This design comes from an exercise in tuning for small area, a short achievable clock period and few clock cycles on the open sky130 flow, not from production work. Power and IR drop assume default switching activity.

==> flow/design.v <==
module inst_cache #(
  parameter int unsigned INC_BITS = 5
) (
  input  logic        clk,
  input  logic        rst,
  input  logic [15:0] instAddr,
  output logic        hit,
  output logic [15:0] instruction,
  output logic        memReq,
  output logic [15:0] memAddr,
  input  logic [15:0] memData,
  input  logic        memReady
);
  logic [15:0] memAddr_q;
  logic [15:0] same;        
  logic [3:0]  nibNe;       
  logic        notReady;    
  logic        loHit, hiSame;
  ic_xnor16 u_same (.a(memAddr_q), .b(instAddr), .y(same));
  ic_nand4  u_ne0  (.a(same[3:0]),   .y(nibNe[0]));
  ic_nand4  u_ne1  (.a(same[7:4]),   .y(nibNe[1]));
  ic_nand4  u_ne2  (.a(same[11:8]),  .y(nibNe[2]));
  ic_nand4  u_ne3  (.a(same[15:12]), .y(nibNe[3]));
  ic_nrdy   u_nrdy (.rst(rst), .ready(memReady), .y(notReady));
  ic_nor3   u_lo   (.a(nibNe[0]), .b(nibNe[1]), .c(notReady), .y(loHit));
  ic_nor2   u_hi   (.a(nibNe[2]), .b(nibNe[3]), .y(hiSame));
  ic_and2   u_hit  (.a(loHit), .b(hiSame), .y(hit));
  assign instruction = memData;
  assign memReq      = !rst;
  assign memAddr     = memAddr_q;
  always_ff @(posedge clk) begin
    memAddr_q <= {instAddr[15:INC_BITS], instAddr[INC_BITS-1:0] + INC_BITS'(hit)};
  end
endmodule
module ic_xnor16 (
  input  logic [15:0] a,
  input  logic [15:0] b,
  output logic [15:0] y
);
  assign y = ~(a ^ b);
endmodule
module ic_nand4 (
  input  logic [3:0] a,
  output logic       y
);
  assign y = ~&a;
endmodule
module ic_nrdy (
  input  logic rst,
  input  logic ready,
  output logic y
);
  assign y = rst | ~ready;
endmodule
module ic_nor3 (
  input  logic a,
  input  logic b,
  input  logic c,
  output logic y
);
  assign y = ~(a | b | c);
endmodule
module ic_nor2 (
  input  logic a,
  input  logic b,
  output logic y
);
  assign y = ~(a | b);
endmodule
module ic_and2 (
  input  logic a,
  input  logic b,
  output logic y
);
  assign y = a & b;
endmodule
==> flow/config.mk <==
export PLATFORM = sky130hd
export DESIGN_NAME = inst_cache
export DESIGN_NICKNAME = inst_cache
export VERILOG_FILES = /design/flow/design.v
export SDC_FILE = /design/flow/constraint.sdc
export NUM_CORES = 4
export LEC_CHECK = 0
export CAP_MARGIN = 20
export CORE_AREA = 3 3 87 87
export CTS_BUF_LIST = sky130_fd_sc_hd__clkbuf_4
export DIE_AREA = 0 0 90 90
export SETUP_SLACK_MARGIN = 2.3
export SLEW_MARGIN = 20
export SYNTH_HIERARCHICAL = 1
export SYNTH_MINIMUM_KEEP_SIZE = 0
==> flow/constraint.sdc <==
create_clock -name core_clock -period 5.5 [get_ports {clk}]
set_input_delay 1.1000 -clock core_clock [delete_from_list [all_inputs] [get_ports {clk}]]
set_output_delay 1.1000 -clock core_clock [all_outputs]
set_load 0.01 [all_outputs]
standard.sh (not shown) runs the stock make flow with config.mk's settings and CLKGATE_MAP_FILE= SYNTH_SCRIPT=/design/flow/synth_recipe.tcl, a recipe that flattens the netlist after the stock synthesis.
==> flow/flow/run.sh <==
#!/bin/bash
# Standard ORFS layout, with the port buffers inserted as the smallest plain
# buffer (sky130_fd_sc_hd__buf_1) so the resizer can size them like any other
# buffer.  make's full output goes to flow_make.log; ORFS's per-step logs stay
# under orfs/logs.
set -euo pipefail
bash standard.sh "BUFFER_PORTS_ARGS=-buffer_cell sky130_fd_sc_hd__buf_1" finish > flow_make.log 2>&1
The first run passed the timing, design-rule and antenna checks.
Next try:
--- a/flow/design.v
+++ b/flow/design.v
@@ -8,29 +8,34 @@
   output logic [15:0] instruction,
   output logic        memReq,
   output logic [15:0] memAddr,
   input  logic [15:0] memData,
   input  logic        memReady
 );
+  logic        act_q;       
   logic [15:0] memAddr_q;
   logic [15:0] same;        
   logic [3:0]  nibNe;       
   logic        notReady;    
   logic        loHit, hiSame;
   ic_xnor16 u_same (.a(memAddr_q), .b(instAddr), .y(same));
   ic_nand4  u_ne0  (.a(same[3:0]),   .y(nibNe[0]));
   ic_nand4  u_ne1  (.a(same[7:4]),   .y(nibNe[1]));
   ic_nand4  u_ne2  (.a(same[11:8]),  .y(nibNe[2]));
   ic_nand4  u_ne3  (.a(same[15:12]), .y(nibNe[3]));
-  ic_nrdy   u_nrdy (.rst(rst), .ready(memReady), .y(notReady));
+  ic_nand2  u_nrdy (.a(act_q), .b(memReady), .y(notReady));
   ic_nor3   u_lo   (.a(nibNe[0]), .b(nibNe[1]), .c(notReady), .y(loHit));
   ic_nor2   u_hi   (.a(nibNe[2]), .b(nibNe[3]), .y(hiSame));
   ic_and2   u_hit  (.a(loHit), .b(hiSame), .y(hit));
   assign instruction = memData;
-  assign memReq      = !rst;
+  assign memReq      = act_q;
   assign memAddr     = memAddr_q;
+  always_ff @(posedge clk or posedge rst) begin
+    if (rst) act_q <= 1'b0;
+    else     act_q <= 1'b1;
+  end
   always_ff @(posedge clk) begin
     memAddr_q <= {instAddr[15:INC_BITS], instAddr[INC_BITS-1:0] + INC_BITS'(hit)};
   end
 endmodule
 module ic_xnor16 (
   input  logic [15:0] a,
@@ -42,18 +47,18 @@
 module ic_nand4 (
   input  logic [3:0] a,
   output logic       y
 );
   assign y = ~&a;
 endmodule
-module ic_nrdy (
-  input  logic rst,
-  input  logic ready,
+module ic_nand2 (
+  input  logic a,
+  input  logic b,
   output logic y
 );
-  assign y = rst | ~ready;
+  assign y = ~(a & b);
 endmodule
 module ic_nor3 (
   input  logic a,
   input  logic b,
   input  logic c,
   output logic y
Effect: Utilization climbs by 0.45 points. Wire length drops by 5.7%. Sequential power climbs by about 6%. Critical path depth stays the same. Power climbs by 4.8%. Cell count climbs by 1.7%. Clock-buffer cell count stays the same. Synthesized cell count climbs by 3.1%. Die area stays the same. Clock power climbs by 5.7%.
No functional check of the RTL was part of any run of this note.

==> afterwards: timing with drivers on the ports <==
The results above use ideal ports. As a check the final layouts listed here were re-extracted and re-timed, cells and wires unchanged.
Step 1 (the two cells are an assumption about what drives the block):
set clk [get_ports {clk}]
set_driving_cell -lib_cell sky130_fd_sc_hd__clkbuf_16 $clk
set_driving_cell -lib_cell sky130_fd_sc_hd__buf_2 [delete_from_list [all_inputs] $clk]
Step 2 moves the port delays by t, midway between the first and last clock arrival at a register: inputs arrive t later, outputs are due t later. That takes back most of the time a late clock gives input paths.
Three values: ideal, step 1, step 2; two values: the first two.
| run | shift t [ns] | slack for setup (ns) | worst setup path after step 2 |
|---|---|---|---|
| the first run | 0.309 | 2.410 / 2.388 / 2.388 | input to output |
| the second run | 0.314 | 2.399 / 2.374 / 2.374 | input to output |
After both steps setup and hold are still met in every run listed. For the second run, which loses most, drivers alone change the setup slack by -0.025 ns; drivers and shift together by -0.025 ns.
